This design comes from an exercise in tuning for small area and a short achievable clock period on the open sky130 flow, not from production work. In this exercise RTL edits were held to simulation tests only and were not proved equivalent to the original. Power is estimated from default activity; no workload was simulated.

File: design/flow/config.mk
export PLATFORM = sky130hd
export DESIGN_NAME = ram_proto_monitor
export DESIGN_NICKNAME = ram_proto_monitor
export VERILOG_FILES = /design/flow/design.v
export SDC_FILE = /design/flow/constraint.sdc
export NUM_CORES = 4
export LEC_CHECK = 0
export CAP_MARGIN = 20
export CORE_MARGIN = 2
export CORE_UTILIZATION = 40
export SLEW_MARGIN = 20
File: design/flow/constraint.sdc
create_clock -name core_clock -period 5.0 [get_ports {clk}]
set_input_delay 1.0000 -clock core_clock [delete_from_list [all_inputs] [get_ports {clk}]]
set_output_delay 1.0000 -clock core_clock [all_outputs]
set_load 0.01 [all_outputs]
File: design/flow/design.v
package ram_mon_pkg;
   typedef enum logic [1:0] {
      WR_ADDR = 2'b00,
      WR_DATA = 2'b01,
      RD_ADDR = 2'b10,
      RD_DATA = 2'b11
   } cmd_e;
   localparam int CHK_RST_OUT       = 0;
   localparam int CHK_SPURIOUS_TX   = 1;
   localparam int CHK_MISSING_TX    = 2;
   localparam int CHK_WR_ORDER      = 3;
   localparam int CHK_RD_ORDER      = 4;
   localparam int CHK_DATA_MISMATCH = 5;
   localparam int N_CHK             = 6;
   typedef enum logic {W_IDLE, W_ARMED} wr_state_e;
   typedef enum logic {R_IDLE, R_ARMED} rd_state_e;
   localparam int TOK_DATA_W = 32;
   typedef struct packed {
      logic                  exp;    
      logic                  chk;    
      logic [TOK_DATA_W-1:0] data;
   } token_t;
endpackage
module ram_mon_shadow #(
   parameter int unsigned ADDR_WIDTH = 8
) (
   input  logic                  clk,
   input  logic                  rst,
   input  logic                  we,
   input  logic [ADDR_WIDTH-1:0] waddr,
   input  logic [ADDR_WIDTH-1:0] wdata,
   input  logic [ADDR_WIDTH-1:0] raddr,
   output logic [ADDR_WIDTH-1:0] rdata,
   output logic                  rvalid
);
   localparam int unsigned DEPTH = 1 << ADDR_WIDTH;
   logic [ADDR_WIDTH-1:0] mem [DEPTH];
   logic [DEPTH-1:0]      valid;
   always_ff @(posedge clk) begin
      if (we) begin
         mem[waddr] <= wdata;
      end
   end
   always_ff @(posedge clk) begin
      if (rst) begin
         valid <= '0;
      end else if (we) begin
         valid[waddr] <= 1'b1;
      end
   end
   assign rdata  = mem[raddr];
   assign rvalid = valid[raddr];
endmodule
module ram_proto_monitor #(
   parameter int unsigned ADDR_WIDTH = 8,
   parameter int unsigned RD_LATENCY = 1,
   parameter int unsigned CNT_WIDTH  = 16
) (
   input  logic                  clk,
   input  logic                  rst,
   input  logic                  rx_valid,
   input  logic [ADDR_WIDTH+1:0] din,
   input  logic                  tx_valid,
   input  logic [ADDR_WIDTH-1:0] dout,
   input  logic                  clr,
   output logic [ram_mon_pkg::N_CHK-1:0] err_sticky,
   output logic                  err_pulse,
   output logic [CNT_WIDTH-1:0]  err_count,
   output logic [CNT_WIDTH-1:0]  wr_count,
   output logic [CNT_WIDTH-1:0]  rd_count
);
   function automatic logic [CNT_WIDTH-1:0] sat_inc(input logic [CNT_WIDTH-1:0] v);
      sat_inc = (&v) ? v : v + 1'b1;
   endfunction
   ram_mon_pkg::cmd_e                  opcode;
   logic [ADDR_WIDTH-1:0] payload;
   logic                  wr_addr_cmd, wr_data_cmd, rd_addr_cmd, rd_data_cmd;
   ram_mon_pkg::wr_state_e             wr_state_q;
   ram_mon_pkg::rd_state_e             rd_state_q;
   logic [ADDR_WIDTH-1:0] waddr_q, raddr_q;
   logic                  rst_d;
   localparam int unsigned TOK_W = ram_mon_pkg::TOK_DATA_W + 2;
   logic [RD_LATENCY*TOK_W-1:0] pipe_q;
   ram_mon_pkg::token_t                push_tok, head_tok;
   logic                  sh_we;
   logic [ADDR_WIDTH-1:0] sh_rdata;
   logic                  sh_rvalid;
   logic [ram_mon_pkg::N_CHK-1:0]      fail;
   logic [ram_mon_pkg::N_CHK-1:0]      sticky_d;
   logic [CNT_WIDTH-1:0]  err_count_d, wr_count_d, rd_count_d;
   assign opcode  = ram_mon_pkg::cmd_e'(din[ADDR_WIDTH+1:ADDR_WIDTH]);
   assign payload = din[ADDR_WIDTH-1:0];
   assign wr_addr_cmd = rx_valid && !rst && (opcode == ram_mon_pkg::WR_ADDR);
   assign wr_data_cmd = rx_valid && !rst && (opcode == ram_mon_pkg::WR_DATA);
   assign rd_addr_cmd = rx_valid && !rst && (opcode == ram_mon_pkg::RD_ADDR);
   assign rd_data_cmd = rx_valid && !rst && (opcode == ram_mon_pkg::RD_DATA);
   assign sh_we = wr_data_cmd && (wr_state_q == ram_mon_pkg::W_ARMED);
   ram_mon_shadow #(
      .ADDR_WIDTH(ADDR_WIDTH)
   ) u_shadow (
      .clk    (clk),
      .rst    (rst),
      .we     (sh_we),
      .waddr  (waddr_q),
      .wdata  (payload),
      .raddr  (raddr_q),
      .rdata  (sh_rdata),
      .rvalid (sh_rvalid)
   );
   assign head_tok = pipe_q[(RD_LATENCY-1)*TOK_W +: TOK_W];
   always_comb begin
      push_tok = '0;
      if (rd_data_cmd) begin
         push_tok.exp  = 1'b1;
         push_tok.chk  = (rd_state_q == ram_mon_pkg::R_ARMED) && sh_rvalid;
         push_tok.data = ram_mon_pkg::TOK_DATA_W'(sh_rdata);
      end
   end
   always_comb begin
      fail = '0;
      if (!rst) begin
         fail[ram_mon_pkg::CHK_RST_OUT]       = rst_d && (tx_valid || (dout != '0));
         fail[ram_mon_pkg::CHK_SPURIOUS_TX]   = tx_valid && !head_tok.exp;
         fail[ram_mon_pkg::CHK_MISSING_TX]    = head_tok.exp && !tx_valid;
         fail[ram_mon_pkg::CHK_WR_ORDER]      = wr_data_cmd && (wr_state_q == ram_mon_pkg::W_IDLE);
         fail[ram_mon_pkg::CHK_RD_ORDER]      = rd_data_cmd && (rd_state_q == ram_mon_pkg::R_IDLE);
         fail[ram_mon_pkg::CHK_DATA_MISMATCH] = head_tok.exp && head_tok.chk && tx_valid &&
                                   (ram_mon_pkg::TOK_DATA_W'(dout) != head_tok.data);
      end
   end
   always_comb begin
      sticky_d    = (clr ? '0 : err_sticky) | fail;
      err_count_d = clr ? '0 : err_count;
      wr_count_d  = clr ? '0 : wr_count;
      rd_count_d  = clr ? '0 : rd_count;
      if (|fail) begin
         err_count_d = sat_inc(err_count_d);
      end
      if (wr_data_cmd) begin
         wr_count_d = sat_inc(wr_count_d);
      end
      if (rd_data_cmd) begin
         rd_count_d = sat_inc(rd_count_d);
      end
   end
   always_ff @(posedge clk) begin
      rst_d <= rst;
      if (rst) begin
         wr_state_q <= ram_mon_pkg::W_IDLE;
         rd_state_q <= ram_mon_pkg::R_IDLE;
         waddr_q    <= '0;
         raddr_q    <= '0;
         pipe_q     <= '0;
         err_sticky <= '0;
         err_pulse  <= 1'b0;
         err_count  <= '0;
         wr_count   <= '0;
         rd_count   <= '0;
      end else begin
         if (wr_addr_cmd) begin
            waddr_q    <= payload;
            wr_state_q <= ram_mon_pkg::W_ARMED;
         end else if (wr_data_cmd) begin
            wr_state_q <= ram_mon_pkg::W_IDLE;
         end
         if (rd_addr_cmd) begin
            raddr_q    <= payload;
            rd_state_q <= ram_mon_pkg::R_ARMED;
         end else if (rd_data_cmd) begin
            rd_state_q <= ram_mon_pkg::R_IDLE;
         end
         pipe_q[0 +: TOK_W] <= push_tok;
         for (int i = 1; i < RD_LATENCY; i++) begin
            pipe_q[i*TOK_W +: TOK_W] <= pipe_q[(i-1)*TOK_W +: TOK_W];
         end
         err_sticky <= sticky_d;
         err_pulse  <= |fail;
         err_count  <= err_count_d;
         wr_count   <= wr_count_d;
         rd_count   <= rd_count_d;
      end
   end
endmodule
File: design/flow/run.sh
#!/bin/bash
# synth_recipe.tcl (not shown) runs the flow's synth.tcl, then flattens the netlist and writes it again
# the make line also repeats each setting of config.mk as NAME=value (left out here)
make -C /OpenROAD-flow-scripts/flow DESIGN_CONFIG=/design/flow/config.mk WORK_HOME=/design/flow/orfs CLKGATE_MAP_FILE= SYNTH_SCRIPT=/design/flow/synth_recipe.tcl finish
==> notes.md <==
## report_power, final
| part | switching [mW] | internal [mW] | leakage [nW] |
|---|---|---|---|
| clock network | 7.77 | 10.5 | 3.90 |
| registers | 0.0269 | 21.6 | 21.1 |
| logic | 0.786 | 0.290 | 7.24 |
## worst paths after layout
| check | from | endpoint | cells past startpoint | slack (ns) |
|---|---|---|---|---|
| setup reg to reg | raddr_q[2] | pipe_q[6] | 7 | 0.87 |
| hold / removal | rst | rst_d | 1 | 0.37 |
| hold reg to reg | err_sticky[0] | err_sticky[0] | 1 | 0.45 |
| setup / recovery | raddr_q[2] | pipe_q[6] | 7 | 0.87 |
## cell type report
type / instances / share of cell area, %
Antenna cell: 4 / 0.009359
Inverter: 15 / 0.05967
Clock buffer: 285 / 5.741
Timing Repair Buffer: 280 / 2.556
Tap cell: 3132 / 3.664
Multi-Input combinational cell: 2759 / 22.34
Clock inverter: 161 / 1.750
Sequential cell: 2388 / 63.88
## flip-flops by register name (all words and copies together), names as in the netlist
register / cells
pipe_q: 10
rd_state_q: 1
rst_d: 1
raddr_q: 8
err_sticky: 6
u_shadow.valid: 256
wr_count: 16
waddr_q: 8
u_shadow.mem: 2048
wr_state_q: 1
err_pulse: 1
err_count: 16
rd_count: 16
## metal layers
metal | vias to the layer above | track usage [%]
met5 | - | 0
met4 | 6 | 7.489
met3 | 404 | 4.885
met2 | 2728 | 33.91
met1 | 27630 | 31.21
li1 | 22240 | -
## synthesized netlist by cell type, drive strengths merged (60+ instances only)
cell    instances  share of area (%)
a211oi         60               0.55
o21ai          82               0.45
edfxtp       2048                 66
mux2i         291                3.1
a21oi         336                1.8
nor2          638                2.6
o221ai         91               0.85
buf           161               0.95
mux4          432                 10
nor3           85               0.46
clkbuf        209               0.84
o22ai          71               0.47
nand2         174               0.70
dfxtp         340                7.3
## logic make-up (layout without fill, tap and decap cells)
kind of cell / count (synthesis) / in the layout
compound gates: 769 / 769
flops: 2388 / 2388
mux: 770 / 770
other cells: 0 / 4
xor+xnor: 39 / 39
simple gates: 1174 / 1174
fa+ha+maj: 7 / 7
buf+inv: 385 / 741
## through the flow
stage,cell area (sq um),instances
2_1_floorplan,93850,5532
3_3_place_gp,98870,8572
3_5_place_dp,98890,8572
4_1_cts,106900,9018
5_1_grt,106900,9022
6_report,106900,9024
## worst reg2reg max path: stages (launching register included)
cell	delay [ns]
dfxtp_4	0.73
buf_4	0.50
nor2b_1	1.02
a221o_1	0.37
o22ai_1	0.11
nor4_1	0.57
nand3_1	0.47
o22ai_1	0.28
## layout by cell type (no fill, tap or decap), types with 32 or more instances in the layout
cell             netlist  final
a211oi_1              52     52
a21oi_1              336    336
and2_1                37     37
buf_4                 35    171
bufinv_16              0     34
clkbuf_1             209     44
clkbuf_16              0    236
clkdlybuf4s50_1        0     68
clkinv_1               1     35
clkinv_2               0     56
dfxtp_1              340    336
edfxtp_1            2048   2048
mux2_2                47     47
mux2i_1              291    291
mux4_2               432    432
nand2_1              174    173
nand3_1               46     43
nand4_1               32     32
nor2_1               638    636
nor2b_1               35     33
nor3_1                84     83
o21ai_0               77     75
o221ai_1              91     91
o22ai_1               71     71
==> impl_metrics.csv <==
group,metric,value,unit
die,num_rows,177,
timing,drv_slew,0,
detailed_routing,drcViolationCount,0,
timing,post-route-min-period,4.134,ns
synth,ys_seq_elements,2388,
die,die_h,488.4,um
setup_path,cp-start-kind,"flip-flop",
synth,synth_warnings,2,
synth,synth_edf_count,2048,
synth,syn_nets,5562,
detailed_routing,postRouteAntennaNets,0,
die,die_w,488.4,um
timing,setup_viol,0,
placement,portBuffers,77,
detailed_routing,drt_iter0_drc,6987,
setup_path,critPathBufInv,1,
timing,fmax,241.9,MHz
timing,max_slew_margin,16.82,%
clocking,clockBufferDepth,3,
clocking,cts.sinks,2388,
clocking,cts_resized,0,
die,start_util,40.28,%
clocking,root_buffer,"clkbuf_16",
clocking,tritoncts,"built",
detailed_routing,vias_per_cell,5.875,
setup_path,path_delay_family,"simple AND/OR/NAND/NOR gates",
outcome,status,"complete, no violations",
global_routing,grt_start_max_net_pins,151,
power_and_ir_drop,pwr_density_cell,383.4,mW/mm^2
clocking,clock_latency,0.89,ns
clocking,path_clk_slew,0.06,ns
timing,rsz0062_at_grt,"false",
setup_path,required,5.80,ns
detailed_routing,highest_layer,"met5",
synth,muxShareOfSynthArea,14.03,%
die,fp.coreArea,0.2330,sq mm
setup_path,slowest_stage,"nor2b_1",
power_and_ir_drop,power,41.00,mW
clocking,hold_buffers,0,
detailed_routing,vias,53010,
die,die_area,0.2385,sq mm
worst_hold_path,hold_path_class,"in2reg",
synth,ys.flop_type,"edfxtp_1",
run,cap_violations,0,
detailed_routing,wl_met2,122.2,mm
detailed_routing,wl,266.8,mm
die,ios,78,
synth,syn_inst,5532,
setup_path,cp_cell_sequence,"buf_4, nor2b_1, a221o_1, o22ai_1, nor4_1, nand3_1, o22ai_1",
synth,yosys.area_share.simple,5.627,%
global_routing,grt_pass1_wl,380.7,mm
cells_and_area,fin_util,45.91,%
detailed_routing,wl_met3,25.41,mm
setup_path,worstSetupPathType,"reg2reg",
global_routing,grt_usage,22.11,%
timing,worst_pin_slew,1.245,ns
timing,final.setup.tns,0,ns
timing,fin_skew,0.05686,ns
clocking,ctsHtreeMaxLevel,4,
timing,holdWs,0.3693,ns
cells_and_area,multi_input_area,0.02389,sq mm
placement,pre_cts_slack,0.6153,ns
synth,synth-compound-area-share,5.253,%
synth,synth_top_family_by_area,"multiplexers",
setup_path,endpoint_kind,"flip-flop",
power_and_ir_drop,leakage,32.28,nW
timing,setup_slack,0.8656,ns
synth,ys_seq_area_share,72.78,%
detailed_routing,firstDrtPassIters,5,
cells_and_area,layout-drive-gt1-share,18.65,%
setup_path,critPathArrivalTime,4.94,ns
cells_and_area,fin_nets,5709,
cells_and_area,seq_area,0.06832,sq mm
timing,hold_viol,0,
synth,synth_xor_area_share,0.3640,%
placement,dp_hpwl,167.5,mm
global_routing,grt_overflow,0,
placement,routabilityCongestion,0.9078,
detailed_routing,wl_met1,110.0,mm
synth,ys_async_sr_fraction,0,%
detailed_routing,wl_per_cell,29.56,um
timing,fin_crit_sh,82.69,%
setup_path,cp_max_fo,29,
cells_and_area,syn2layout_area_growth,13.96,%
synth,synth_area,0.09385,sq mm
setup_path,max_stage_delay,1.02,ns
synth,syn_area_per_cell,16.96,sq um
setup_path,crit_top_cell,"o22ai_1",
cells_and_area,fillCellCount,19760,
clocking,cts_buffers,235,
global_routing,grt_pass1_vias,51600,
synth,post_synth_num_cell_types,75,
synth,synth_fa_ha_area_share,0.09332,%
power_and_ir_drop,peakVddDrop,0.3741,mV
clocking,post_cts_buffers,0,
global_routing,antenna_found_initial,13,

[separate check: timing with driven ports]
Ports are ideal in the flow. The routed layout listed here was re-timed in OpenROAD. Step 1 (the two cells are an assumption about what drives the block):
set clk [get_ports {clk}]
set_driving_cell -lib_cell sky130_fd_sc_hd__clkbuf_16 $clk
set_driving_cell -lib_cell sky130_fd_sc_hd__buf_2 [delete_from_list [all_inputs] $clk]
Step 2 moves the port delays by t, midway between the first and last clock arrival at a register: inputs arrive t later, outputs are due t later. That takes back most of the time a late clock gives input paths. Slacks: no drivers / after step 1 / after step 2; pairs: no drivers / after step 1.
t, ns: 0.958
setup WS [ns]: 0.866 / 0.866 / 0.478
clock arrival spread, ns: 0.066 / 0.066
After both steps this run still meets setup and hold. For this run, drivers alone change the setup slack by 0.000 ns; drivers and shift together by -0.388 ns.
